Source: an optimization exercise on an open RTL-to-GDS flow (aim: small area, a short achievable clock period and few clock cycles per item). Production flows keep margins and buffers that such runs may drop.
In this exercise RTL edits were held to simulation tests only and were not proved equivalent to the original.
No activity file was given, so power comes from the tool's default toggle rates.

[flow/config.mk]
export PLATFORM = sky130hd
export DESIGN_NAME = fft16_digit_reverse_buf
export DESIGN_NICKNAME = fft16_digit_reverse_buf
export VERILOG_FILES = /design/flow/design.v
export SDC_FILE = /design/flow/constraint.sdc
export NUM_CORES = 4
export LEC_CHECK = 0
export CAP_MARGIN = 20
export CORE_MARGIN = 2
export CORE_UTILIZATION = 65
export CTS_CLUSTER_DIAMETER = 100
export CTS_CLUSTER_SIZE = 30
export SETUP_SLACK_MARGIN = 1.8
export SLEW_MARGIN = 20
[flow/constraint.sdc]
create_clock -name core_clock -period 4.0 [get_ports {clk}]
set_input_delay 0.8000 -clock core_clock [delete_from_list [all_inputs] [get_ports {clk}]]
set_output_delay 0.8000 -clock core_clock [all_outputs]
set_load 0.01 [all_outputs]
[flow/standard.sh]
#!/bin/bash
# synth_recipe.tcl (not shown) runs the flow's synth.tcl, then flattens the netlist and writes it again
# the make line also repeats each setting of config.mk as NAME=value (left out here)
make -C /OpenROAD-flow-scripts/flow DESIGN_CONFIG=/design/flow/config.mk WORK_HOME=/design/flow/orfs CLKGATE_MAP_FILE= SYNTH_SCRIPT=/design/flow/synth_recipe.tcl "${@:-finish}"
[flow/design.v]
package fft16_pkg;
    localparam int DATA_W = 32;
    localparam int N      = 16;
    localparam int NSLOT  = 9;    
    localparam int NPH    = 6;     
    localparam int PHW    = 3;
    typedef struct packed {
        logic signed [DATA_W-1:0] re;
        logic signed [DATA_W-1:0] im;
    } cplx_t;
    function automatic logic [3:0] digit_rev4(input logic [3:0] idx);
        digit_rev4 = {idx[1:0], idx[3:2]};
    endfunction
    function automatic logic [NSLOT-1:0] wr_slot(input logic [PHW-1:0] ph, input logic [3:0] k);
        case ({ph, k})
            {3'd0, 4'd0}: wr_slot = 9'b000000001;
            {3'd0, 4'd1}: wr_slot = 9'b000000010;
            {3'd0, 4'd2}: wr_slot = 9'b000000100;
            {3'd0, 4'd3}: wr_slot = 9'b000001000;
            {3'd0, 4'd4}: wr_slot = 9'b000010000;
            {3'd0, 4'd5}: wr_slot = 9'b000100000;
            {3'd0, 4'd6}: wr_slot = 9'b001000000;
            {3'd0, 4'd7}: wr_slot = 9'b010000000;
            {3'd0, 4'd8}: wr_slot = 9'b100000000;
            {3'd0, 4'd9}: wr_slot = 9'b000000001;
            {3'd0, 4'd10}: wr_slot = 9'b000010000;
            {3'd0, 4'd11}: wr_slot = 9'b100000000;
            {3'd0, 4'd12}: wr_slot = 9'b000000000;
            {3'd0, 4'd13}: wr_slot = 9'b000000010;
            {3'd0, 4'd14}: wr_slot = 9'b000100000;
            {3'd0, 4'd15}: wr_slot = 9'b000000001;
            {3'd1, 4'd0}: wr_slot = 9'b000000010;
            {3'd1, 4'd1}: wr_slot = 9'b000000100;
            {3'd1, 4'd2}: wr_slot = 9'b001000000;
            {3'd1, 4'd3}: wr_slot = 9'b000010000;
            {3'd1, 4'd4}: wr_slot = 9'b000100000;
            {3'd1, 4'd5}: wr_slot = 9'b000001000;
            {3'd1, 4'd6}: wr_slot = 9'b010000000;
            {3'd1, 4'd7}: wr_slot = 9'b100000000;
            {3'd1, 4'd8}: wr_slot = 9'b000000001;
            {3'd1, 4'd9}: wr_slot = 9'b000000010;
            {3'd1, 4'd10}: wr_slot = 9'b000100000;
            {3'd1, 4'd11}: wr_slot = 9'b000000001;
            {3'd1, 4'd12}: wr_slot = 9'b000000000;
            {3'd1, 4'd13}: wr_slot = 9'b000000100;
            {3'd1, 4'd14}: wr_slot = 9'b000001000;
            {3'd1, 4'd15}: wr_slot = 9'b000000010;
            {3'd2, 4'd0}: wr_slot = 9'b000000100;
            {3'd2, 4'd1}: wr_slot = 9'b001000000;
            {3'd2, 4'd2}: wr_slot = 9'b010000000;
            {3'd2, 4'd3}: wr_slot = 9'b000100000;
            {3'd2, 4'd4}: wr_slot = 9'b000001000;
            {3'd2, 4'd5}: wr_slot = 9'b000010000;
            {3'd2, 4'd6}: wr_slot = 9'b100000000;
            {3'd2, 4'd7}: wr_slot = 9'b000000001;
            {3'd2, 4'd8}: wr_slot = 9'b000000010;
            {3'd2, 4'd9}: wr_slot = 9'b000000100;
            {3'd2, 4'd10}: wr_slot = 9'b000001000;
            {3'd2, 4'd11}: wr_slot = 9'b000000010;
            {3'd2, 4'd12}: wr_slot = 9'b000000000;
            {3'd2, 4'd13}: wr_slot = 9'b001000000;
            {3'd2, 4'd14}: wr_slot = 9'b000010000;
            {3'd2, 4'd15}: wr_slot = 9'b000000100;
            {3'd3, 4'd0}: wr_slot = 9'b001000000;
            {3'd3, 4'd1}: wr_slot = 9'b010000000;
            {3'd3, 4'd2}: wr_slot = 9'b100000000;
            {3'd3, 4'd3}: wr_slot = 9'b000001000;
            {3'd3, 4'd4}: wr_slot = 9'b000010000;
            {3'd3, 4'd5}: wr_slot = 9'b000100000;
            {3'd3, 4'd6}: wr_slot = 9'b000000001;
            {3'd3, 4'd7}: wr_slot = 9'b000000010;
            {3'd3, 4'd8}: wr_slot = 9'b000000100;
            {3'd3, 4'd9}: wr_slot = 9'b001000000;
            {3'd3, 4'd10}: wr_slot = 9'b000010000;
            {3'd3, 4'd11}: wr_slot = 9'b000000100;
            {3'd3, 4'd12}: wr_slot = 9'b000000000;
            {3'd3, 4'd13}: wr_slot = 9'b010000000;
            {3'd3, 4'd14}: wr_slot = 9'b000100000;
            {3'd3, 4'd15}: wr_slot = 9'b001000000;
            {3'd4, 4'd0}: wr_slot = 9'b010000000;
            {3'd4, 4'd1}: wr_slot = 9'b100000000;
            {3'd4, 4'd2}: wr_slot = 9'b000000001;
            {3'd4, 4'd3}: wr_slot = 9'b000010000;
            {3'd4, 4'd4}: wr_slot = 9'b000100000;
            {3'd4, 4'd5}: wr_slot = 9'b000001000;
            {3'd4, 4'd6}: wr_slot = 9'b000000010;
            {3'd4, 4'd7}: wr_slot = 9'b000000100;
            {3'd4, 4'd8}: wr_slot = 9'b001000000;
            {3'd4, 4'd9}: wr_slot = 9'b010000000;
            {3'd4, 4'd10}: wr_slot = 9'b000100000;
            {3'd4, 4'd11}: wr_slot = 9'b001000000;
            {3'd4, 4'd12}: wr_slot = 9'b000000000;
            {3'd4, 4'd13}: wr_slot = 9'b100000000;
            {3'd4, 4'd14}: wr_slot = 9'b000001000;
            {3'd4, 4'd15}: wr_slot = 9'b010000000;
            {3'd5, 4'd0}: wr_slot = 9'b100000000;
            {3'd5, 4'd1}: wr_slot = 9'b000000001;
            {3'd5, 4'd2}: wr_slot = 9'b000000010;
            {3'd5, 4'd3}: wr_slot = 9'b000100000;
            {3'd5, 4'd4}: wr_slot = 9'b000001000;
            {3'd5, 4'd5}: wr_slot = 9'b000010000;
            {3'd5, 4'd6}: wr_slot = 9'b000000100;
            {3'd5, 4'd7}: wr_slot = 9'b001000000;
            {3'd5, 4'd8}: wr_slot = 9'b010000000;
            {3'd5, 4'd9}: wr_slot = 9'b100000000;
            {3'd5, 4'd10}: wr_slot = 9'b000001000;
            {3'd5, 4'd11}: wr_slot = 9'b010000000;
            {3'd5, 4'd12}: wr_slot = 9'b000000000;
            {3'd5, 4'd13}: wr_slot = 9'b000000001;
            {3'd5, 4'd14}: wr_slot = 9'b000010000;
            {3'd5, 4'd15}: wr_slot = 9'b100000000;
            default: wr_slot = '0;
        endcase
    endfunction
    function automatic logic [NSLOT-1:0] wr_slot_nxt(input logic [PHW-1:0] ph, input logic [3:0] k);
        case ({ph, k})
            {3'd0, 4'd0}: wr_slot_nxt = 9'b000000010;
            {3'd0, 4'd1}: wr_slot_nxt = 9'b000000100;
            {3'd0, 4'd2}: wr_slot_nxt = 9'b000001000;
            {3'd0, 4'd3}: wr_slot_nxt = 9'b000010000;
            {3'd0, 4'd4}: wr_slot_nxt = 9'b000100000;
            {3'd0, 4'd5}: wr_slot_nxt = 9'b001000000;
            {3'd0, 4'd6}: wr_slot_nxt = 9'b010000000;
            {3'd0, 4'd7}: wr_slot_nxt = 9'b100000000;
            {3'd0, 4'd8}: wr_slot_nxt = 9'b000000001;
            {3'd0, 4'd9}: wr_slot_nxt = 9'b000010000;
            {3'd0, 4'd10}: wr_slot_nxt = 9'b100000000;
            {3'd0, 4'd11}: wr_slot_nxt = 9'b000000000;
            {3'd0, 4'd12}: wr_slot_nxt = 9'b000000010;
            {3'd0, 4'd13}: wr_slot_nxt = 9'b000100000;
            {3'd0, 4'd14}: wr_slot_nxt = 9'b000000001;
            {3'd0, 4'd15}: wr_slot_nxt = 9'b000000010;
            {3'd1, 4'd0}: wr_slot_nxt = 9'b000000100;
            {3'd1, 4'd1}: wr_slot_nxt = 9'b001000000;
            {3'd1, 4'd2}: wr_slot_nxt = 9'b000010000;
            {3'd1, 4'd3}: wr_slot_nxt = 9'b000100000;
            {3'd1, 4'd4}: wr_slot_nxt = 9'b000001000;
            {3'd1, 4'd5}: wr_slot_nxt = 9'b010000000;
            {3'd1, 4'd6}: wr_slot_nxt = 9'b100000000;
            {3'd1, 4'd7}: wr_slot_nxt = 9'b000000001;
            {3'd1, 4'd8}: wr_slot_nxt = 9'b000000010;
            {3'd1, 4'd9}: wr_slot_nxt = 9'b000100000;
            {3'd1, 4'd10}: wr_slot_nxt = 9'b000000001;
            {3'd1, 4'd11}: wr_slot_nxt = 9'b000000000;
            {3'd1, 4'd12}: wr_slot_nxt = 9'b000000100;
            {3'd1, 4'd13}: wr_slot_nxt = 9'b000001000;
            {3'd1, 4'd14}: wr_slot_nxt = 9'b000000010;
            {3'd1, 4'd15}: wr_slot_nxt = 9'b000000100;
            {3'd2, 4'd0}: wr_slot_nxt = 9'b001000000;
            {3'd2, 4'd1}: wr_slot_nxt = 9'b010000000;
            {3'd2, 4'd2}: wr_slot_nxt = 9'b000100000;
            {3'd2, 4'd3}: wr_slot_nxt = 9'b000001000;
            {3'd2, 4'd4}: wr_slot_nxt = 9'b000010000;
            {3'd2, 4'd5}: wr_slot_nxt = 9'b100000000;
            {3'd2, 4'd6}: wr_slot_nxt = 9'b000000001;
            {3'd2, 4'd7}: wr_slot_nxt = 9'b000000010;
            {3'd2, 4'd8}: wr_slot_nxt = 9'b000000100;
            {3'd2, 4'd9}: wr_slot_nxt = 9'b000001000;
            {3'd2, 4'd10}: wr_slot_nxt = 9'b000000010;
            {3'd2, 4'd11}: wr_slot_nxt = 9'b000000000;
            {3'd2, 4'd12}: wr_slot_nxt = 9'b001000000;
            {3'd2, 4'd13}: wr_slot_nxt = 9'b000010000;
            {3'd2, 4'd14}: wr_slot_nxt = 9'b000000100;
            {3'd2, 4'd15}: wr_slot_nxt = 9'b001000000;
            {3'd3, 4'd0}: wr_slot_nxt = 9'b010000000;
            {3'd3, 4'd1}: wr_slot_nxt = 9'b100000000;
            {3'd3, 4'd2}: wr_slot_nxt = 9'b000001000;
            {3'd3, 4'd3}: wr_slot_nxt = 9'b000010000;
            {3'd3, 4'd4}: wr_slot_nxt = 9'b000100000;
            {3'd3, 4'd5}: wr_slot_nxt = 9'b000000001;
            {3'd3, 4'd6}: wr_slot_nxt = 9'b000000010;
            {3'd3, 4'd7}: wr_slot_nxt = 9'b000000100;
            {3'd3, 4'd8}: wr_slot_nxt = 9'b001000000;
            {3'd3, 4'd9}: wr_slot_nxt = 9'b000010000;
            {3'd3, 4'd10}: wr_slot_nxt = 9'b000000100;
            {3'd3, 4'd11}: wr_slot_nxt = 9'b000000000;
            {3'd3, 4'd12}: wr_slot_nxt = 9'b010000000;
            {3'd3, 4'd13}: wr_slot_nxt = 9'b000100000;
            {3'd3, 4'd14}: wr_slot_nxt = 9'b001000000;
            {3'd3, 4'd15}: wr_slot_nxt = 9'b010000000;
            {3'd4, 4'd0}: wr_slot_nxt = 9'b100000000;
            {3'd4, 4'd1}: wr_slot_nxt = 9'b000000001;
            {3'd4, 4'd2}: wr_slot_nxt = 9'b000010000;
            {3'd4, 4'd3}: wr_slot_nxt = 9'b000100000;
            {3'd4, 4'd4}: wr_slot_nxt = 9'b000001000;
            {3'd4, 4'd5}: wr_slot_nxt = 9'b000000010;
            {3'd4, 4'd6}: wr_slot_nxt = 9'b000000100;
            {3'd4, 4'd7}: wr_slot_nxt = 9'b001000000;
            {3'd4, 4'd8}: wr_slot_nxt = 9'b010000000;
            {3'd4, 4'd9}: wr_slot_nxt = 9'b000100000;
            {3'd4, 4'd10}: wr_slot_nxt = 9'b001000000;
            {3'd4, 4'd11}: wr_slot_nxt = 9'b000000000;
            {3'd4, 4'd12}: wr_slot_nxt = 9'b100000000;
            {3'd4, 4'd13}: wr_slot_nxt = 9'b000001000;
            {3'd4, 4'd14}: wr_slot_nxt = 9'b010000000;
            {3'd4, 4'd15}: wr_slot_nxt = 9'b100000000;
            {3'd5, 4'd0}: wr_slot_nxt = 9'b000000001;
            {3'd5, 4'd1}: wr_slot_nxt = 9'b000000010;
            {3'd5, 4'd2}: wr_slot_nxt = 9'b000100000;
            {3'd5, 4'd3}: wr_slot_nxt = 9'b000001000;
            {3'd5, 4'd4}: wr_slot_nxt = 9'b000010000;
            {3'd5, 4'd5}: wr_slot_nxt = 9'b000000100;
            {3'd5, 4'd6}: wr_slot_nxt = 9'b001000000;
            {3'd5, 4'd7}: wr_slot_nxt = 9'b010000000;
            {3'd5, 4'd8}: wr_slot_nxt = 9'b100000000;
            {3'd5, 4'd9}: wr_slot_nxt = 9'b000001000;
            {3'd5, 4'd10}: wr_slot_nxt = 9'b010000000;
            {3'd5, 4'd11}: wr_slot_nxt = 9'b000000000;
            {3'd5, 4'd12}: wr_slot_nxt = 9'b000000001;
            {3'd5, 4'd13}: wr_slot_nxt = 9'b000010000;
            {3'd5, 4'd14}: wr_slot_nxt = 9'b100000000;
            {3'd5, 4'd15}: wr_slot_nxt = 9'b000000001;
            default: wr_slot_nxt = '0;
        endcase
    endfunction
    function automatic logic [NSLOT-1:0] rd_slot(input logic [PHW-1:0] ph, input logic [3:0] k);
        case ({ph, k})
            {3'd0, 4'd0}: rd_slot = 9'b000000001;
            {3'd0, 4'd1}: rd_slot = 9'b000010000;
            {3'd0, 4'd2}: rd_slot = 9'b100000000;
            {3'd0, 4'd3}: rd_slot = 9'b000000000;
            {3'd0, 4'd4}: rd_slot = 9'b000000010;
            {3'd0, 4'd5}: rd_slot = 9'b000100000;
            {3'd0, 4'd6}: rd_slot = 9'b000000001;
            {3'd0, 4'd7}: rd_slot = 9'b000000010;
            {3'd0, 4'd8}: rd_slot = 9'b000000100;
            {3'd0, 4'd9}: rd_slot = 9'b001000000;
            {3'd0, 4'd10}: rd_slot = 9'b000010000;
            {3'd0, 4'd11}: rd_slot = 9'b000100000;
            {3'd0, 4'd12}: rd_slot = 9'b000001000;
            {3'd0, 4'd13}: rd_slot = 9'b010000000;
            {3'd0, 4'd14}: rd_slot = 9'b100000000;
            {3'd0, 4'd15}: rd_slot = 9'b000000001;
            {3'd1, 4'd0}: rd_slot = 9'b000000010;
            {3'd1, 4'd1}: rd_slot = 9'b000100000;
            {3'd1, 4'd2}: rd_slot = 9'b000000001;
            {3'd1, 4'd3}: rd_slot = 9'b000000000;
            {3'd1, 4'd4}: rd_slot = 9'b000000100;
            {3'd1, 4'd5}: rd_slot = 9'b000001000;
            {3'd1, 4'd6}: rd_slot = 9'b000000010;
            {3'd1, 4'd7}: rd_slot = 9'b000000100;
            {3'd1, 4'd8}: rd_slot = 9'b001000000;
            {3'd1, 4'd9}: rd_slot = 9'b010000000;
            {3'd1, 4'd10}: rd_slot = 9'b000100000;
            {3'd1, 4'd11}: rd_slot = 9'b000001000;
            {3'd1, 4'd12}: rd_slot = 9'b000010000;
            {3'd1, 4'd13}: rd_slot = 9'b100000000;
            {3'd1, 4'd14}: rd_slot = 9'b000000001;
            {3'd1, 4'd15}: rd_slot = 9'b000000010;
            {3'd2, 4'd0}: rd_slot = 9'b000000100;
            {3'd2, 4'd1}: rd_slot = 9'b000001000;
            {3'd2, 4'd2}: rd_slot = 9'b000000010;
            {3'd2, 4'd3}: rd_slot = 9'b000000000;
            {3'd2, 4'd4}: rd_slot = 9'b001000000;
            {3'd2, 4'd5}: rd_slot = 9'b000010000;
            {3'd2, 4'd6}: rd_slot = 9'b000000100;
            {3'd2, 4'd7}: rd_slot = 9'b001000000;
            {3'd2, 4'd8}: rd_slot = 9'b010000000;
            {3'd2, 4'd9}: rd_slot = 9'b100000000;
            {3'd2, 4'd10}: rd_slot = 9'b000001000;
            {3'd2, 4'd11}: rd_slot = 9'b000010000;
            {3'd2, 4'd12}: rd_slot = 9'b000100000;
            {3'd2, 4'd13}: rd_slot = 9'b000000001;
            {3'd2, 4'd14}: rd_slot = 9'b000000010;
            {3'd2, 4'd15}: rd_slot = 9'b000000100;
            {3'd3, 4'd0}: rd_slot = 9'b001000000;
            {3'd3, 4'd1}: rd_slot = 9'b000010000;
            {3'd3, 4'd2}: rd_slot = 9'b000000100;
            {3'd3, 4'd3}: rd_slot = 9'b000000000;
            {3'd3, 4'd4}: rd_slot = 9'b010000000;
            {3'd3, 4'd5}: rd_slot = 9'b000100000;
            {3'd3, 4'd6}: rd_slot = 9'b001000000;
            {3'd3, 4'd7}: rd_slot = 9'b010000000;
            {3'd3, 4'd8}: rd_slot = 9'b100000000;
            {3'd3, 4'd9}: rd_slot = 9'b000000001;
            {3'd3, 4'd10}: rd_slot = 9'b000010000;
            {3'd3, 4'd11}: rd_slot = 9'b000100000;
            {3'd3, 4'd12}: rd_slot = 9'b000001000;
            {3'd3, 4'd13}: rd_slot = 9'b000000010;
            {3'd3, 4'd14}: rd_slot = 9'b000000100;
            {3'd3, 4'd15}: rd_slot = 9'b001000000;
            {3'd4, 4'd0}: rd_slot = 9'b010000000;
            {3'd4, 4'd1}: rd_slot = 9'b000100000;
            {3'd4, 4'd2}: rd_slot = 9'b001000000;
            {3'd4, 4'd3}: rd_slot = 9'b000000000;
            {3'd4, 4'd4}: rd_slot = 9'b100000000;
            {3'd4, 4'd5}: rd_slot = 9'b000001000;
            {3'd4, 4'd6}: rd_slot = 9'b010000000;
            {3'd4, 4'd7}: rd_slot = 9'b100000000;
            {3'd4, 4'd8}: rd_slot = 9'b000000001;
            {3'd4, 4'd9}: rd_slot = 9'b000000010;
            {3'd4, 4'd10}: rd_slot = 9'b000100000;
            {3'd4, 4'd11}: rd_slot = 9'b000001000;
            {3'd4, 4'd12}: rd_slot = 9'b000010000;
            {3'd4, 4'd13}: rd_slot = 9'b000000100;
            {3'd4, 4'd14}: rd_slot = 9'b001000000;
            {3'd4, 4'd15}: rd_slot = 9'b010000000;
            {3'd5, 4'd0}: rd_slot = 9'b100000000;
            {3'd5, 4'd1}: rd_slot = 9'b000001000;
            {3'd5, 4'd2}: rd_slot = 9'b010000000;
            {3'd5, 4'd3}: rd_slot = 9'b000000000;
            {3'd5, 4'd4}: rd_slot = 9'b000000001;
            {3'd5, 4'd5}: rd_slot = 9'b000010000;
            {3'd5, 4'd6}: rd_slot = 9'b100000000;
            {3'd5, 4'd7}: rd_slot = 9'b000000001;
            {3'd5, 4'd8}: rd_slot = 9'b000000010;
            {3'd5, 4'd9}: rd_slot = 9'b000000100;
            {3'd5, 4'd10}: rd_slot = 9'b000001000;
            {3'd5, 4'd11}: rd_slot = 9'b000010000;
            {3'd5, 4'd12}: rd_slot = 9'b000100000;
            {3'd5, 4'd13}: rd_slot = 9'b001000000;
            {3'd5, 4'd14}: rd_slot = 9'b010000000;
            {3'd5, 4'd15}: rd_slot = 9'b100000000;
            default: rd_slot = '0;
        endcase
    endfunction
    function automatic logic [NSLOT-1:0] rd_slot_nxt(input logic [PHW-1:0] ph, input logic [3:0] k);
        case ({ph, k})
            {3'd0, 4'd0}: rd_slot_nxt = 9'b000010000;
            {3'd0, 4'd1}: rd_slot_nxt = 9'b100000000;
            {3'd0, 4'd2}: rd_slot_nxt = 9'b000000000;
            {3'd0, 4'd3}: rd_slot_nxt = 9'b000000010;
            {3'd0, 4'd4}: rd_slot_nxt = 9'b000100000;
            {3'd0, 4'd5}: rd_slot_nxt = 9'b000000001;
            {3'd0, 4'd6}: rd_slot_nxt = 9'b000000010;
            {3'd0, 4'd7}: rd_slot_nxt = 9'b000000100;
            {3'd0, 4'd8}: rd_slot_nxt = 9'b001000000;
            {3'd0, 4'd9}: rd_slot_nxt = 9'b000010000;
            {3'd0, 4'd10}: rd_slot_nxt = 9'b000100000;
            {3'd0, 4'd11}: rd_slot_nxt = 9'b000001000;
            {3'd0, 4'd12}: rd_slot_nxt = 9'b010000000;
            {3'd0, 4'd13}: rd_slot_nxt = 9'b100000000;
            {3'd0, 4'd14}: rd_slot_nxt = 9'b000000001;
            {3'd0, 4'd15}: rd_slot_nxt = 9'b000000010;
            {3'd1, 4'd0}: rd_slot_nxt = 9'b000100000;
            {3'd1, 4'd1}: rd_slot_nxt = 9'b000000001;
            {3'd1, 4'd2}: rd_slot_nxt = 9'b000000000;
            {3'd1, 4'd3}: rd_slot_nxt = 9'b000000100;
            {3'd1, 4'd4}: rd_slot_nxt = 9'b000001000;
            {3'd1, 4'd5}: rd_slot_nxt = 9'b000000010;
            {3'd1, 4'd6}: rd_slot_nxt = 9'b000000100;
            {3'd1, 4'd7}: rd_slot_nxt = 9'b001000000;
            {3'd1, 4'd8}: rd_slot_nxt = 9'b010000000;
            {3'd1, 4'd9}: rd_slot_nxt = 9'b000100000;
            {3'd1, 4'd10}: rd_slot_nxt = 9'b000001000;
            {3'd1, 4'd11}: rd_slot_nxt = 9'b000010000;
            {3'd1, 4'd12}: rd_slot_nxt = 9'b100000000;
            {3'd1, 4'd13}: rd_slot_nxt = 9'b000000001;
            {3'd1, 4'd14}: rd_slot_nxt = 9'b000000010;
            {3'd1, 4'd15}: rd_slot_nxt = 9'b000000100;
            {3'd2, 4'd0}: rd_slot_nxt = 9'b000001000;
            {3'd2, 4'd1}: rd_slot_nxt = 9'b000000010;
            {3'd2, 4'd2}: rd_slot_nxt = 9'b000000000;
            {3'd2, 4'd3}: rd_slot_nxt = 9'b001000000;
            {3'd2, 4'd4}: rd_slot_nxt = 9'b000010000;
            {3'd2, 4'd5}: rd_slot_nxt = 9'b000000100;
            {3'd2, 4'd6}: rd_slot_nxt = 9'b001000000;
            {3'd2, 4'd7}: rd_slot_nxt = 9'b010000000;
            {3'd2, 4'd8}: rd_slot_nxt = 9'b100000000;
            {3'd2, 4'd9}: rd_slot_nxt = 9'b000001000;
            {3'd2, 4'd10}: rd_slot_nxt = 9'b000010000;
            {3'd2, 4'd11}: rd_slot_nxt = 9'b000100000;
            {3'd2, 4'd12}: rd_slot_nxt = 9'b000000001;
            {3'd2, 4'd13}: rd_slot_nxt = 9'b000000010;
            {3'd2, 4'd14}: rd_slot_nxt = 9'b000000100;
            {3'd2, 4'd15}: rd_slot_nxt = 9'b001000000;
            {3'd3, 4'd0}: rd_slot_nxt = 9'b000010000;
            {3'd3, 4'd1}: rd_slot_nxt = 9'b000000100;
            {3'd3, 4'd2}: rd_slot_nxt = 9'b000000000;
            {3'd3, 4'd3}: rd_slot_nxt = 9'b010000000;
            {3'd3, 4'd4}: rd_slot_nxt = 9'b000100000;
            {3'd3, 4'd5}: rd_slot_nxt = 9'b001000000;
            {3'd3, 4'd6}: rd_slot_nxt = 9'b010000000;
            {3'd3, 4'd7}: rd_slot_nxt = 9'b100000000;
            {3'd3, 4'd8}: rd_slot_nxt = 9'b000000001;
            {3'd3, 4'd9}: rd_slot_nxt = 9'b000010000;
            {3'd3, 4'd10}: rd_slot_nxt = 9'b000100000;
            {3'd3, 4'd11}: rd_slot_nxt = 9'b000001000;
            {3'd3, 4'd12}: rd_slot_nxt = 9'b000000010;
            {3'd3, 4'd13}: rd_slot_nxt = 9'b000000100;
            {3'd3, 4'd14}: rd_slot_nxt = 9'b001000000;
            {3'd3, 4'd15}: rd_slot_nxt = 9'b010000000;
            {3'd4, 4'd0}: rd_slot_nxt = 9'b000100000;
            {3'd4, 4'd1}: rd_slot_nxt = 9'b001000000;
            {3'd4, 4'd2}: rd_slot_nxt = 9'b000000000;
            {3'd4, 4'd3}: rd_slot_nxt = 9'b100000000;
            {3'd4, 4'd4}: rd_slot_nxt = 9'b000001000;
            {3'd4, 4'd5}: rd_slot_nxt = 9'b010000000;
            {3'd4, 4'd6}: rd_slot_nxt = 9'b100000000;
            {3'd4, 4'd7}: rd_slot_nxt = 9'b000000001;
            {3'd4, 4'd8}: rd_slot_nxt = 9'b000000010;
            {3'd4, 4'd9}: rd_slot_nxt = 9'b000100000;
            {3'd4, 4'd10}: rd_slot_nxt = 9'b000001000;
            {3'd4, 4'd11}: rd_slot_nxt = 9'b000010000;
            {3'd4, 4'd12}: rd_slot_nxt = 9'b000000100;
            {3'd4, 4'd13}: rd_slot_nxt = 9'b001000000;
            {3'd4, 4'd14}: rd_slot_nxt = 9'b010000000;
            {3'd4, 4'd15}: rd_slot_nxt = 9'b100000000;
            {3'd5, 4'd0}: rd_slot_nxt = 9'b000001000;
            {3'd5, 4'd1}: rd_slot_nxt = 9'b010000000;
            {3'd5, 4'd2}: rd_slot_nxt = 9'b000000000;
            {3'd5, 4'd3}: rd_slot_nxt = 9'b000000001;
            {3'd5, 4'd4}: rd_slot_nxt = 9'b000010000;
            {3'd5, 4'd5}: rd_slot_nxt = 9'b100000000;
            {3'd5, 4'd6}: rd_slot_nxt = 9'b000000001;
            {3'd5, 4'd7}: rd_slot_nxt = 9'b000000010;
            {3'd5, 4'd8}: rd_slot_nxt = 9'b000000100;
            {3'd5, 4'd9}: rd_slot_nxt = 9'b000001000;
            {3'd5, 4'd10}: rd_slot_nxt = 9'b000010000;
            {3'd5, 4'd11}: rd_slot_nxt = 9'b000100000;
            {3'd5, 4'd12}: rd_slot_nxt = 9'b001000000;
            {3'd5, 4'd13}: rd_slot_nxt = 9'b010000000;
            {3'd5, 4'd14}: rd_slot_nxt = 9'b100000000;
            {3'd5, 4'd15}: rd_slot_nxt = 9'b000000001;
            default: rd_slot_nxt = '0;
        endcase
    endfunction
    function automatic logic avail_w(input logic [NSLOT-1:0] t, input logic [3:0] k);
        case (k)
            4'd0: avail_w = 1'b1;
            4'd1: avail_w = t[2];
            4'd2: avail_w = t[5];
            4'd3: avail_w = t[8];
            4'd4: avail_w = 1'b1;
            4'd5: avail_w = 1'b1;
            4'd6: avail_w = t[2];
            4'd7: avail_w = t[5];
            4'd8: avail_w = 1'b1;
            4'd9: avail_w = 1'b1;
            4'd10: avail_w = 1'b1;
            4'd11: avail_w = t[2];
            4'd12: avail_w = 1'b1;
            4'd13: avail_w = 1'b1;
            4'd14: avail_w = 1'b1;
            4'd15: avail_w = 1'b1;
            default: avail_w = 1'b0;
        endcase
    endfunction
    function automatic logic avail_r(input logic [NSLOT-1:0] t, input logic [3:0] k);
        case (k)
            4'd0: avail_r = t[4];
            4'd1: avail_r = t[7];
            4'd2: avail_r = 1'b0;
            4'd3: avail_r = 1'b1;
            4'd4: avail_r = t[1];
            4'd5: avail_r = t[4];
            4'd6: avail_r = t[7];
            4'd7: avail_r = 1'b1;
            4'd8: avail_r = 1'b1;
            4'd9: avail_r = t[1];
            4'd10: avail_r = t[4];
            4'd11: avail_r = 1'b1;
            4'd12: avail_r = 1'b1;
            4'd13: avail_r = 1'b1;
            4'd14: avail_r = t[1];
            4'd15: avail_r = t[1];
            default: avail_r = 1'b0;
        endcase
    endfunction
    function automatic logic avail_wr(input logic [NSLOT-1:0] t, input logic [3:0] k);
        case (k)
            4'd0: avail_wr = t[3];
            4'd1: avail_wr = t[6];
            4'd2: avail_wr = 1'b0;
            4'd3: avail_wr = 1'b1;
            4'd4: avail_wr = t[0];
            4'd5: avail_wr = t[3];
            4'd6: avail_wr = t[6];
            4'd7: avail_wr = 1'b1;
            4'd8: avail_wr = 1'b1;
            4'd9: avail_wr = t[0];
            4'd10: avail_wr = t[3];
            4'd11: avail_wr = 1'b1;
            4'd12: avail_wr = 1'b1;
            4'd13: avail_wr = 1'b1;
            4'd14: avail_wr = t[0];
            4'd15: avail_wr = t[0];
            default: avail_wr = 1'b0;
        endcase
    endfunction
    function automatic logic byp_w(input logic [NSLOT-1:0] t, input logic [3:0] k);
        case (k)
            4'd0: byp_w = 1'b0;
            4'd1: byp_w = (t[1] && !t[2]);
            4'd2: byp_w = (t[4] && !t[5]);
            4'd3: byp_w = (t[7] && !t[8]);
            4'd4: byp_w = 1'b0;
            4'd5: byp_w = 1'b0;
            4'd6: byp_w = (t[1] && !t[2]);
            4'd7: byp_w = (t[4] && !t[5]);
            4'd8: byp_w = 1'b0;
            4'd9: byp_w = 1'b0;
            4'd10: byp_w = 1'b0;
            4'd11: byp_w = (t[1] && !t[2]);
            4'd12: byp_w = 1'b0;
            4'd13: byp_w = 1'b0;
            4'd14: byp_w = 1'b0;
            4'd15: byp_w = 1'b0;
            default: byp_w = 1'b0;
        endcase
    endfunction
    function automatic logic byp_r(input logic [NSLOT-1:0] t, input logic [3:0] k);
        case (k)
            4'd0: byp_r = (t[3] && !t[4]);
            4'd1: byp_r = (t[6] && !t[7]);
            4'd2: byp_r = 1'b0;
            4'd3: byp_r = 1'b0;
            4'd4: byp_r = (t[0] && !t[1]);
            4'd5: byp_r = (t[3] && !t[4]);
            4'd6: byp_r = (t[6] && !t[7]);
            4'd7: byp_r = 1'b0;
            4'd8: byp_r = 1'b0;
            4'd9: byp_r = (t[0] && !t[1]);
            4'd10: byp_r = (t[3] && !t[4]);
            4'd11: byp_r = 1'b0;
            4'd12: byp_r = 1'b0;
            4'd13: byp_r = 1'b0;
            4'd14: byp_r = (t[0] && !t[1]);
            4'd15: byp_r = (t[0] && !t[1]);
            default: byp_r = 1'b0;
        endcase
    endfunction
    function automatic logic byp_wr(input logic [NSLOT-1:0] t, input logic [3:0] k);
        case (k)
            4'd0: byp_wr = (t[2] && !t[3]);
            4'd1: byp_wr = (t[5] && !t[6]);
            4'd2: byp_wr = t[8];
            4'd3: byp_wr = 1'b0;
            4'd4: byp_wr = !t[0];
            4'd5: byp_wr = (t[2] && !t[3]);
            4'd6: byp_wr = (t[5] && !t[6]);
            4'd7: byp_wr = 1'b0;
            4'd8: byp_wr = 1'b0;
            4'd9: byp_wr = !t[0];
            4'd10: byp_wr = (t[2] && !t[3]);
            4'd11: byp_wr = 1'b0;
            4'd12: byp_wr = 1'b0;
            4'd13: byp_wr = 1'b0;
            4'd14: byp_wr = !t[0];
            4'd15: byp_wr = !t[0];
            default: byp_wr = 1'b0;
        endcase
    endfunction
endpackage
module fft16_bank_ram #(
    parameter int W  = 2 * fft16_pkg::DATA_W,
    parameter int NS = fft16_pkg::NSLOT
) (
    input  logic          clk,
    input  logic [NS-1:0] wsel,
    input  logic [W-1:0]  wdata,
    input  logic [NS-1:0] rsel,
    output logic [W-1:0]  rdata
);
    logic [W-1:0] mem_q [NS];
    always_ff @(posedge clk) begin
        for (int i = 0; i < NS; i++) begin
            if (wsel[i]) mem_q[i] <= wdata;
        end
    end
    always_comb begin
        rdata = '0;
        for (int i = 0; i < NS; i++) begin
            rdata = rdata | (mem_q[i] & {W{rsel[i]}});
        end
    end
endmodule
module fft16_digit_reverse_buf #(
    parameter int DATA_W = 32,
    parameter int N      = 16
) (
    input  logic                  clk,
    input  logic                  rst_n,
    input  logic                  in_valid,
    output logic                  in_ready,
    input  logic [DATA_W-1:0]     in_re,
    input  logic [DATA_W-1:0]     in_im,
    output logic                  out_valid,
    input  logic                  out_ready,
    output logic [DATA_W-1:0]     out_re,
    output logic [DATA_W-1:0]     out_im,
    output logic [3:0]            out_idx,
    output logic                  out_last
);
    localparam int NS  = fft16_pkg::NSLOT;
    localparam int PHW = fft16_pkg::PHW;
    localparam int DW  = 2 * DATA_W;
    logic [PHW-1:0] wph_q, rph_q, wph_inc, rph_inc;    
    logic [3:0]     wcnt_q, rcnt_q, wcnt_inc, rcnt_inc;
    logic [NS-1:0]  t_q, t_d;                           
    logic [NS-1:0]  wsel_q, wsel_d, rsel_q, rsel_d;
    logic           fa_q;                               
    logic           avail_q;                            
    logic           byp_q;                              
    logic           full_q;
    logic           nq_q, np_q;                         
    logic [3:0]     rl_q, rl_d;                         
    logic           out_valid_q;
    logic [3:0]     out_idx_q;
    logic           out_last_q;
    logic [DW-1:0]  out_q, rd_data;
    logic           wr_fire, can_load, rd_load, in_ready_c;
    assign can_load   = !out_valid_q || out_ready;
    assign in_ready_c = !np_q || (!nq_q && out_ready);
    assign wr_fire    = in_valid && in_ready_c;
    assign rd_load    = rl_q[{in_valid, out_ready}];
    assign wcnt_inc = wcnt_q + 4'd1;
    assign rcnt_inc = rcnt_q + 4'd1;
    assign wph_inc  = (wcnt_q != 4'(N - 1)) ? wph_q : (wph_q == PHW'(fft16_pkg::NPH - 1)) ? '0 : wph_q + 1'b1;
    assign rph_inc  = (rcnt_q != 4'(N - 1)) ? rph_q : (rph_q == PHW'(fft16_pkg::NPH - 1)) ? '0 : rph_q + 1'b1;
    localparam int F_AV = 0, F_BY = 1, F_FULL = 2, F_NQ = 3, F_NP = 4, F_FA = 5, F_OV = 6;
    function automatic logic [6:0] mk(input logic av, input logic by, input logic full,
                                      input logic ov);
        mk[F_AV]   = av;
        mk[F_BY]   = by;
        mk[F_FULL] = full;
        mk[F_NQ]   = !(av || by);
        mk[F_NP]   = full && (ov || !(av || by));
        mk[F_FA]   = full && av;
        mk[F_OV]   = ov;
    endfunction
    function automatic logic [3:0] rl_of(input logic [6:0] f);
        rl_of[0] = !f[F_OV] && f[F_AV];
        rl_of[1] = f[F_AV];
        rl_of[2] = !f[F_OV] && (f[F_AV] || (f[F_BY] && !f[F_NP]));
        rl_of[3] = f[F_AV] || (f[F_BY] && (!f[F_NP] || !f[F_NQ]));
    endfunction
    logic [6:0] f_w, f_r, f_wr, f_0, f_d;
    always_comb begin
        f_w  = mk(fft16_pkg::avail_w(t_q, rcnt_q), fft16_pkg::byp_w(t_q, rcnt_q), t_q[NS-2],
                  out_valid_q && !out_ready);
        f_r  = mk(fft16_pkg::avail_r(t_q, rcnt_q), fft16_pkg::byp_r(t_q, rcnt_q), 1'b0, 1'b1);
        f_wr = mk(fft16_pkg::avail_wr(t_q, rcnt_q), fft16_pkg::byp_wr(t_q, rcnt_q), full_q, 1'b1);
        f_0  = mk(avail_q, byp_q, full_q, out_valid_q && !out_ready);
        case ({wr_fire, rd_load})
            2'b10:   begin f_d = f_w;  t_d = {t_q[NS-2:0], 1'b1}; end
            2'b01:   begin f_d = f_r;  t_d = {1'b0, t_q[NS-1:1]}; end
            2'b11:   begin f_d = f_wr; t_d = t_q; end
            default: begin f_d = f_0;  t_d = t_q; end
        endcase
        case ({wr_fire, rd_load})
            2'b10:   rl_d = rl_of(f_w);
            2'b01:   rl_d = rl_of(f_r);
            2'b11:   rl_d = rl_of(f_wr);
            default: rl_d = rl_of(f_0);
        endcase
        wsel_d = wr_fire ? fft16_pkg::wr_slot_nxt(wph_q, wcnt_q) : fft16_pkg::wr_slot(wph_q, wcnt_q);
        if (f_d[F_FULL]) wsel_d = '0;
        rsel_d = rd_load ? fft16_pkg::rd_slot_nxt(rph_q, rcnt_q) : fft16_pkg::rd_slot(rph_q, rcnt_q);
    end
    fft16_bank_ram #(.W(DW), .NS(NS)) u_pool (
        .clk   (clk),
        .wsel  (wsel_q | (rsel_q & {NS{fa_q && can_load}})),
        .wdata ({in_re, in_im}),
        .rsel  (rsel_q),
        .rdata (rd_data)
    );
    always_ff @(posedge clk or negedge rst_n) begin
        if (!rst_n) begin
            wph_q       <= '0;
            wcnt_q      <= '0;
            rph_q       <= '0;
            rcnt_q      <= '0;
            t_q         <= '0;
            fa_q        <= 1'b0;
            avail_q     <= 1'b0;
            byp_q       <= 1'b1;
            full_q      <= 1'b0;
            nq_q        <= 1'b0;
            np_q        <= 1'b0;
            out_valid_q <= 1'b0;
            rl_q        <= 4'b1100;
        end else begin
            t_q         <= t_d;
            fa_q        <= f_d[F_FA];
            avail_q     <= f_d[F_AV];
            byp_q       <= f_d[F_BY];
            full_q      <= f_d[F_FULL];
            nq_q        <= f_d[F_NQ];
            np_q        <= f_d[F_NP];
            out_valid_q <= f_d[F_OV];
            rl_q        <= rl_d;
            if (wr_fire) begin
                wcnt_q <= wcnt_inc;
                wph_q  <= wph_inc;
            end
            if (rd_load) begin
                rcnt_q <= rcnt_inc;
                rph_q  <= rph_inc;
            end
        end
    end
    always_ff @(posedge clk) begin
        wsel_q <= wsel_d;
        rsel_q <= rsel_d;
    end
    always_ff @(posedge clk) begin
        if (can_load) begin
            out_q      <= byp_q ? {in_re, in_im} : rd_data;
            out_idx_q  <= fft16_pkg::digit_rev4(rcnt_q);
            out_last_q <= (rcnt_q == 4'(N - 1));
        end
    end
    assign in_ready  = in_ready_c;
    assign out_valid = out_valid_q;
    assign out_re    = out_q[DW-1:DATA_W];
    assign out_im    = out_q[DATA_W-1:0];
    assign out_idx   = out_idx_q;
    assign out_last  = out_last_q;
endmodule
[flow/flow/run.sh]
#!/bin/bash
# The standard layout (the standard.sh: ORFS synthesis to final layout), with one change:
# the input and output port buffers are plain sky130_fd_sc_hd__buf_2 cells instead of the
# delay cells buffer_ports picks by default. Every port still gets its own buffer.
# make's full output goes to standard.log in the work folder; ORFS's per-step logs stay under
# orfs/logs/.
set -euo pipefail
export BUFFER_PORTS_ARGS="-buffer_cell sky130_fd_sc_hd__buf_2"
bash standard.sh finish > standard.log 2>&1
==> flow_metrics.env <==
export IMPL_status="complete, no violations"
export IMPL_cp_start_kind="flop"
export IMPL_drt_first_pass_iters=7
export IMPL_synth_edf_count=645
export IMPL_avgRoutedWirePerCell_um=26.46
export IMPL_dieArea_um2=42710
export IMPL_yosys_area_top_type_share_pct=72.54
export IMPL_cp_required_ns=4.48
export IMPL_max_stage_delay_ns=0.48
export IMPL_grt_max_degree=67
export IMPL_chipWidth_um=206.7
export IMPL_cts_tree="done"
export IMPL_clock_sinks=697
export IMPL_relSlewSlack_pct=45.42
export IMPL_row_count=74
export IMPL_dp_hpwl_mm=32.29
export IMPL_highest_layer="met5"
export IMPL_max_clock_freq_mhz=435.2
export IMPL_die_h_um=206.7
export IMPL_viasPerCell=6.821
export IMPL_root_buffer="clkbuf_16"
export IMPL_syn_nets=1744
export IMPL_grt_remaining_overflow=0
export IMPL_p_per_area_nw_per_um2=763.1
export IMPL_finalSetupTns_ns=0
export IMPL_yosysTopAreaCell="edfxtp_1"
export IMPL_worstSetupPathType="reg -> reg"
export IMPL_end_kind="flop"
export IMPL_synth_ff_type="edfxtp_1"
export IMPL_rsz0062_at_grt="true"
export IMPL_finalHoldViolCount=0
export IMPL_layout_drive_gt1_share_pct=18.28
export IMPL_synth_area_leaders="edfxtp_1 (73%), a22oi_1 (3.6%), dfrtp_1 (2.9%), a221oi_1 (2.5%), a222oi_1 (2.4%)"
export IMPL_synth_common_cells="edfxtp_1 (645), a22oi_1 (129), a21oi_1 (105)"
export IMPL_clock_path_buffers=3
export IMPL_gp_congestion=0.8528
export IMPL_clk_insertion_delay_late_ns=0.60
export IMPL_port_buffers=138
export IMPL_nets=1853
export IMPL_antenna_found_initial=7
export IMPL_clkSlewWorstSetupHoldPaths_ns=0.12
export IMPL_track_usage_pct=28.63
export IMPL_ir_worst_vdd_v=0.0007268
export IMPL_skew_ns=0.01731
export IMPL_remaining_drc_errors=0
export IMPL_arrival_ns=2.78
export IMPL_hold_path_class="in -> async"
export IMPL_tightest_slew_ns=0.8188
export IMPL_ant_nets=0
export IMPL_synth_yosys_seq_area_share_pct=77.09
export IMPL_async_reset_ff_share_pct=4.878
export IMPL_finalCritPeriodShare_pct=57.44
export IMPL_final_area_um2=29400
export IMPL_cts_made_buffers=27
export IMPL_synth_cell_type_count=70
export IMPL_setup_viol=0
export IMPL_first_iter_violations=2090
export IMPL_dr_wl_met3_mm=4.982
export IMPL_critPathMaxFanout=6
export IMPL_vias=15778
export IMPL_dpl_cell_area_um2=28060
export IMPL_area_growth_pct=10.10
export IMPL_maxSlewViolCount=0
export IMPL_start_util_pct=65.69
export IMPL_netlist_instances=1660
export IMPL_critPathSlowestCell="dfrtp_2"
export IMPL_synth_avg_cell_area_um2=16.08
export IMPL_wl_mm=61.21
export IMPL_layout_min_cycle_time_ns=2.298
export IMPL_first_global_vias=15258
export IMPL_htreeDepth=1
export IMPL_met1_length_mm=24.94
export IMPL_synth_most_common_cell="edfxtp_1"
export IMPL_grt_pass1_wl_mm=91.16
export IMPL_power_leakage_nw=9.694
export IMPL_drv_cap=0
export IMPL_synth_area_um2=26700
export IMPL_yosysWarnings=3
export IMPL_core_um2=40650
export IMPL_ys_ff_latch=697
export IMPL_worstPathCellList="inv_2 > ha_4 > buf_6 > nor4_1 > a211o_1 > a2111o_1 > a21o_1 > a211oi_2 > a21oi_1"
export IMPL_ios=139
export IMPL_met2_length_mm=30.05
==> where the power goes <==
part	internal [mW]	switching, mW	total, mW
clock	1.27	2.04	3.31
combinational	2.83	4.66	7.49
sequential	10.4	1.20	11.6
==> kinds of logic (layout without fill, tap and decap cells) <==
logic type	count (synthesis)	in the layout	share of synthesized area, %
DFF	697	697	77.09
AOI/OAI and AO/OA	481	484	13.24
and+or+nand+nor	277	277	5.033
buffers and inverters	148	262	2.231
muxes	30	31	1.289
adders and majority gates	17	17	0.7919
xor gates and xnor gates	10	10	0.3280
other	0	3	0
==> layout by cell type, fill, tap and decap left out, types with 6 or more instances in the layout <==
| cell | synthesis | layout |
|---|---|---|
| a221oi_1 | 75 | 68 |
| xnor2_1 | 8 | 8 |
| nor2b_1 | 13 | 10 |
| a21oi_1 | 105 | 101 |
| buf_4 | 0 | 36 |
| nor3_1 | 10 | 10 |
| a21o_1 | 15 | 6 |
| o21ai_1 | 10 | 10 |
| nand2_1 | 37 | 36 |
| buf_12 | 0 | 13 |
| edfxtp_1 | 645 | 645 |
| a31oi_1 | 8 | 7 |
| nand3_1 | 71 | 71 |
| inv_1 | 26 | 19 |
| nand3b_1 | 8 | 8 |
| dfxtp_4 | 0 | 7 |
| dfrtp_1 | 31 | 22 |
| dfxtp_1 | 18 | 9 |
| ha_4 | 0 | 9 |
| buf_6 | 2 | 6 |
| o21ai_0 | 27 | 24 |
| mux2i_1 | 22 | 21 |
| nand2b_1 | 17 | 17 |
| a22oi_1 | 129 | 129 |
| clkbuf_16 | 0 | 27 |
| a222oi_1 | 65 | 65 |
| inv_2 | 3 | 6 |
| buf_2 | 20 | 138 |
| a221oi_2 | 0 | 6 |
| clkbuf_1 | 83 | 8 |
| a211oi_1 | 8 | 6 |
| nor2_1 | 93 | 91 |
| a21o_2 | 0 | 7 |
==> layout make-up <==
cell class	instances	area (µm²)
multi-input combinational	819	5918
fill	2569	11250
tap	532	665.6
clock buffer	35	705.7
inverter	30	126.4
antenna	3	7.507
sequential	697	20630
timing repair buffer	194	1304
clock inverter	3	36.28
==> final timing paths <==
path	start	to	slack [ns]	cells past startpoint
worst max-delay path	rcnt_q[1]$_DFFE_PN0P_	avail_q$_DFFE_PN0N_	1.70	9
worst min register to register	t_q[1]$_DFFE_PN0P_	t_q[1]$_DFFE_PN0P_	0.57	2
max in group asynchronous	rst_n	wcnt_q[3]$_DFFE_PN0P_	3.11	1
min in group core_clock	in_im[12]	u_pool.mem_q[1][12]$_DFFE_PP_	0.49	1
worst max register to register	rcnt_q[1]$_DFFE_PN0P_	avail_q$_DFFE_PN0N_	1.70	9
worst min-delay path	rst_n	rph_q[2]$_DFFE_PN0P_	0.28	1
==> metrics by stage <==
stage / cells / setup WS, ns / total power [mW] / util, % / hold slack, ns
floorplan: 1660 / 1.508 / 15.94 / - / 0.4196
global placement: 2245 / 0.9876 / 18.40 / 69.05 / 0.5203
detailed placement: 2245 / 0.9677 / 18.59 / 69.05 / 0.5419
CTS: 2307 / 1.737 / 22.22 / 71.81 / 0.2879
global route: 2312 / 1.588 / 23.57 / 72.32 / 0.3228
finish: 2313 / 1.702 / 22.43 / 72.32 / 0.2790
==> metal layers <==
metal  global-route usage (%)  up-vias
met5                        0        -
li1                         -     6955
met2                    47.73      697
met1                    40.79     8032
met3                    3.830       86
met4                    6.939        8
==> timing repair <==
action / 4_1_cts / 5_1_grt
setup endpoints to repair: 563 / 131
hold buffers: 0 / 0
cloned: 3 / 1
pin swaps: 9 / 7
setup buffers: 21 / 2
gates resized for setup: 45 / 42
==> critical path: cells and delay by family (launching register included) <==
family                   cells  cell delay [ns]
adder cells (fa/ha/maj)      1             0.19
AND/OR/NAND/NOR              1             0.05
buffers and inverters        2             0.25
flip-flops                   1             0.48
AO/OA/AOI/OAI                5             1.20
==> state kept, by name, indices dropped and copies added, names as in the netlist <==
signal        flops
out_q            64
out_last_q        1
wsel_q            9
rcnt_q            4
np_q              1
full_q            1
t_q               9
rph_q             3
wcnt_q            4
out_idx_q         4
out_valid_q       1
byp_q             1
fa_q              1
rsel_q            9
rl_q              4
nq_q              1
avail_q           1
wph_q             3
u_pool.mem_q    576
Testbench counts, summed over its fixed seeds: cycles 7,347, items 6,144.

[separate check: timing with driven ports]
How much do the figures lean on ideal ports? The routed layout below was timed once more, with nothing changed but the port constraints.
Step 1: set_driving_cell puts a clkbuf_16 on clk and a buf_2 on each other input, an assumption about the parent block.
Step 2 adds t to the input delays and takes it off the output delays; t is the mean of the earliest and latest rising clock arrival at the registers after step 1. Input paths then give back, and output paths get back, about the clock's delay inside the block.
a / b / c = ideal / step 1 / step 2; a / b = the first two.
t, ns: 0.657
setup slack, ns: 1.702 / 1.702 / 1.248
worst data-port slew with drivers (ns): 0.08
After both steps this run still meets setup and hold. For this run, drivers alone change the setup slack by 0.000 ns; drivers and shift together by -0.454 ns.
